Context: an optimization exercise on an open-source flow, tuned for small area. The choices shown serve that exercise and are no tape-out recipe.
Only simulation tests tie the RTL to the original design; equivalence was not proved.

Setup of north:
==> flow/design.v <==
package mic_rx_pkg;
   localparam int N_LINES  = 32;
   localparam int N_CHAN   = 64;
   localparam int SAMPLE_W = 16;
   localparam int CHAN_W   = 6;
   localparam int DEF_CLK_DIV      = 16;
   localparam int DEF_SLOT_BITS    = 32;
   localparam int DEF_SAMPLE_BITS  = 16;
   localparam int DEF_SAMPLE_PHASE = 5;
   typedef logic [CHAN_W-1:0]   chan_t;
   typedef logic [SAMPLE_W-1:0] sample_t;
   function automatic sample_t pattern_word(input logic [9:0] fc, input chan_t ch);
      pattern_word = {fc, ch};
   endfunction
endpackage
module mic_aoi222 (
   input  logic a0, a1, b0, b1, c0, c1,
   output logic y
);
   assign y = ~((a0 & a1) | (b0 & b1) | (c0 & c1));
endmodule
module mic_nand2 (
   input  logic a, b,
   output logic y
);
   assign y = ~(a & b);
endmodule
module mic_rdmux #(
   parameter int N = 64,
   parameter int W = 16
) (
   input  logic [N-1:0]        oh,
   input  logic [N-1:0][W-1:0] d,
   output logic [W-1:0]        q
);
   localparam int G = N / 3;          
   localparam int R = N - 3 * G;      
   logic [W-1:0][G+R-1:0] y_s;        
   for (genvar i = 0; i < W; i++) begin : g_bit
      for (genvar g = 0; g < G; g++) begin : g_grp
         mic_aoi222 u_aoi (
            .a0(oh[3 * g]),     .a1(d[3 * g][i]),
            .b0(oh[3 * g + 1]), .b1(d[3 * g + 1][i]),
            .c0(oh[3 * g + 2]), .c1(d[3 * g + 2][i]),
            .y(y_s[i][g])
         );
      end
      for (genvar r = 0; r < R; r++) begin : g_rem
         mic_nand2 u_nand (.a(oh[3 * G + r]), .b(d[3 * G + r][i]), .y(y_s[i][G + r]));
      end
   end
   always_comb begin
      for (int i = 0; i < W; i++) q[i] = ~&y_s[i];
   end
endmodule
module mic_i2s_rx (
   input  logic                clk,
   input  logic                reset_n,
   input  logic                enable,
   input  logic                clr_overrun,
   output logic                mic_clk,
   output logic                mic_ws,
   input  logic [mic_rx_pkg::N_LINES-1:0]  mic_data,
   output logic                out_valid,
   input  logic                out_ready,
   output logic [mic_rx_pkg::SAMPLE_W-1:0] out_data,
   output logic [mic_rx_pkg::CHAN_W-1:0]   out_chan,
   output logic                out_last,
   output logic [15:0]         frame_cnt,
   output logic                overrun
);
   localparam int NL     = mic_rx_pkg::N_LINES;
   localparam int NC     = mic_rx_pkg::N_CHAN;
   localparam int W      = mic_rx_pkg::SAMPLE_W;
   localparam int RL     = W + 1;       
   localparam int LO_CH  = 14;          
   localparam int LO_DLY = 14;          
   logic [9:0] pos_q;
   logic       phase_hit_s, sample_stb, frame_done;
   always_ff @(posedge clk or negedge reset_n) begin
      if (!reset_n)
         pos_q <= 10'd0;
      else if (enable)
         pos_q <= pos_q + 10'd1;
      else
         pos_q <= 10'd0;
   end
   assign phase_hit_s = enable && (pos_q[3:0] == 4'd5);
   assign sample_stb  = phase_hit_s && (pos_q[8:4] != 5'd0) && (pos_q[8:4] <= 5'd16);
   assign frame_done  = phase_hit_s && (pos_q[8:4] == 5'd17) && pos_q[9];
   assign mic_clk     = pos_q[3];
   assign mic_ws      = pos_q[9];
   logic [NL-1:0][RL-1:0] ring_o_q;    
   logic [NL-1:0][RL-1:0] ring_e_q;    
   logic ins_o, ins_e;
   assign ins_o = sample_stb && !pos_q[9];
   assign ins_e = sample_stb &&  pos_q[9];
   always_ff @(posedge clk) begin
      for (int j = 0; j < NL; j++) begin
         ring_o_q[j] <= {ring_o_q[j][RL-2:0], ins_o ? mic_data[j] : ring_o_q[j][RL-1]};
         ring_e_q[j] <= {ring_e_q[j][RL-2:0], ins_e ? mic_data[j] : ring_e_q[j][RL-1]};
      end
   end
   function automatic int tap_pos(input int c, input int dly);
      tap_pos = (c % 2) ? (RL - dly) % RL : W - 1 - dly;
   endfunction
   function automatic int ins_pos(input int dly);
      ins_pos = (W - dly) % W;
   endfunction
   logic [NC-1:0][W-1:0] obuf_q;
   logic                 ld, cp_q, start_q, busy, out_valid_q, overrun_q;
   logic [3:0]           ph_q;
   logic [5:0]           chan_q;
   logic [15:0]          frame_cnt_q;
   assign busy = start_q || out_valid_q;
   assign ld   = frame_done && !busy;
   logic cp_lo, cp_hi;
   assign cp_lo = (pos_q >= 10'(789 - LO_DLY)) && (pos_q <= 10'd790) &&
                  !(out_valid_q && chan_q < 6'(LO_CH));
   assign cp_hi = ld || cp_q;
   for (genvar c = 0; c < NC; c++) begin : g_word
      localparam int DLY = (c < LO_CH) ? LO_DLY : 0;
      localparam int P   = ins_pos(DLY);
      logic cp_s, tap_s;
      assign cp_s  = (c < LO_CH) ? cp_lo : cp_hi;
      assign tap_s = (c % 2) ? ring_o_q[c / 2][tap_pos(c, DLY)]
                             : ring_e_q[c / 2][tap_pos(c, DLY)];
      always_ff @(posedge clk) begin
         for (int p = 0; p < W; p++)
            obuf_q[c][p] <= (p == P && cp_s) ? tap_s : obuf_q[c][(p + W - 1) % W];
      end
   end
   always_ff @(posedge clk) begin
      ph_q <= ld ? 4'd0 : ph_q + 4'd1;
      cp_q <= ld || (cp_q && ph_q != 4'd14);
   end
   always_ff @(posedge clk or negedge reset_n) begin
      if (!reset_n) begin
         start_q     <= 1'b0;
         out_valid_q <= 1'b0;
         chan_q      <= 6'd0;
         frame_cnt_q <= 16'd0;
         overrun_q   <= 1'b0;
      end else begin
         start_q <= ld;
         if (start_q)
            out_valid_q <= 1'b1;
         else if (out_valid_q && out_ready && chan_q == 6'd63)
            out_valid_q <= 1'b0;
         if (out_valid_q && out_ready) begin
            chan_q <= chan_q + 6'd1;
            if (chan_q == 6'd63)
               frame_cnt_q <= frame_cnt_q + 16'd1;
         end
         if (frame_done && busy)
            overrun_q <= 1'b1;
         else if (clr_overrun)
            overrun_q <= 1'b0;
      end
   end
   logic [W-1:0]  sel_s;
   logic [NC-1:0] chan_oh;
   always_comb begin
      for (int c = 0; c < NC; c++) chan_oh[c] = (chan_q == 6'(c));
   end
   mic_rdmux #(.N(NC), .W(W)) u_rdmux (.oh(chan_oh), .d(obuf_q), .q(sel_s));
   always_comb begin
      for (int i = 0; i < W; i++)
         out_data[i] = sel_s[(ph_q - i) & (W - 1)];
   end
   assign out_valid = out_valid_q;
   assign out_chan  = chan_q;
   assign out_last  = &chan_q;
   assign frame_cnt = frame_cnt_q;
   assign overrun   = overrun_q;
endmodule
export LEC_CHECK = 0
export CAP_MARGIN = 20
export CORE_MARGIN = 2
export CORE_UTILIZATION = 60
export PLACE_DENSITY = 0.8
export SLEW_MARGIN = 20
export SYNTH_HIERARCHICAL = 1
create_clock -name core_clock -period 10.0 [get_ports {clk}]
standard.sh (not shown) runs the stock make flow with config.mk's settings and CLKGATE_MAP_FILE= SYNTH_SCRIPT=/design/flow/synth_recipe.tcl, a recipe that flattens the netlist after the stock synthesis.
==> flow/flow/run.sh <==
#!/bin/bash
# Layout flow: the standard flow (standard.sh: ORFS synthesis to finish)
# with two changes to how the layout is made:
#  * port buffers are the smallest buffer cell (buf_1) instead of the one
#    buffer_ports picks by default;
#  * clock tree synthesis adds no dummy loads.
# Each tool's full output is in the logs under orfs/logs/; make's own output
# goes to flow_make.log in the work folder.
set -euo pipefail
cd "$(dirname "$0")/.."
export BUFFER_PORTS_ARGS="-buffer_cell sky130_fd_sc_hd__buf_1"
export CTS_ARGS="-sink_clustering_enable -repair_clock_nets -sink_clustering_size 18 -sink_clustering_max_diameter 60 -buf_list sky130_fd_sc_hd__clkbuf_8 -dont_use_dummy_load"
bash standard.sh finish > flow_make.log 2>&1
No stage failed in north, and the final checks on the layout all came back clean.
Inputs modified between north and south:
--- a/flow/design.v
+++ b/flow/design.v
@@ -51,11 +51,17 @@
    end
    always_comb begin
       for (int i = 0; i < W; i++) q[i] = ~&y_s[i];
    end
 endmodule
-module mic_i2s_rx (
+module mic_i2s_rx
+#(
+   parameter int CLK_DIV      = mic_rx_pkg::DEF_CLK_DIV,
+   parameter int SLOT_BITS    = mic_rx_pkg::DEF_SLOT_BITS,
+   parameter int SAMPLE_BITS  = mic_rx_pkg::DEF_SAMPLE_BITS,
+   parameter int SAMPLE_PHASE = mic_rx_pkg::DEF_SAMPLE_PHASE
+) (
    input  logic                clk,
    input  logic                reset_n,
    input  logic                enable,
    input  logic                clr_overrun,
    output logic                mic_clk,
@@ -159,11 +165,11 @@
       end
    end
    logic [W-1:0]  sel_s;
    logic [NC-1:0] chan_oh;
    always_comb begin
-      for (int c = 0; c < NC; c++) chan_oh[c] = (chan_q == 6'(c));
+      for (int c = 0; c < NC; c++) chan_oh[c] = out_valid_q && (chan_q == 6'(c));
    end
    mic_rdmux #(.N(NC), .W(W)) u_rdmux (.oh(chan_oh), .d(obuf_q), .q(sel_s));
    always_comb begin
       for (int i = 0; i < W; i++)
          out_data[i] = sel_s[(ph_q - i) & (W - 1)];
==> results.txt <==
On simple-gate share of the synthesized area, south tracks north almost exactly.
Looking at south and north, the multi-input combinational cell count is a wash.
Taking north as the reference point, the wire length after detailed routing of south falls by about 3.3%.
Max global-route met3 utilization across south and north: north
Detailed-route via count sits lower in south than in north.
south against north: post-route worst setup slack went down by 120 ps; number of buffers added by the clock tree synthesis step up about 1.4%; cell area after layout now sits at about the same level; number of ordinary and repair buffers in the finished layout shrank by about 13%.
The share of the final layout cell area in sequential cells on south is in line with that on north.

## re-timing with driven ports
No port has a modelled driver above. Below, the same layouts with a new extraction and two added sets of constraints.
Step 1, drivers: a clkbuf_16 drives clk and a buf_2 each remaining input, both assumed.
Step 2, shift: input delay + t, output delay - t, t = (earliest + latest rising clock arrival at the registers) / 2. This alone moves slack from input paths to output paths.
a / b / c = ideal ports / drivers / drivers and shift; a / b = the first two.
run | t (ns) | slack for setup (ns) | worst setup path after step 2
north | 0.861 | 2.266 / 2.203 / 3.064 | register to output
south | 0.856 | 2.146 / 2.078 / 2.934 | register to output
After both steps every run listed still meets setup and hold.
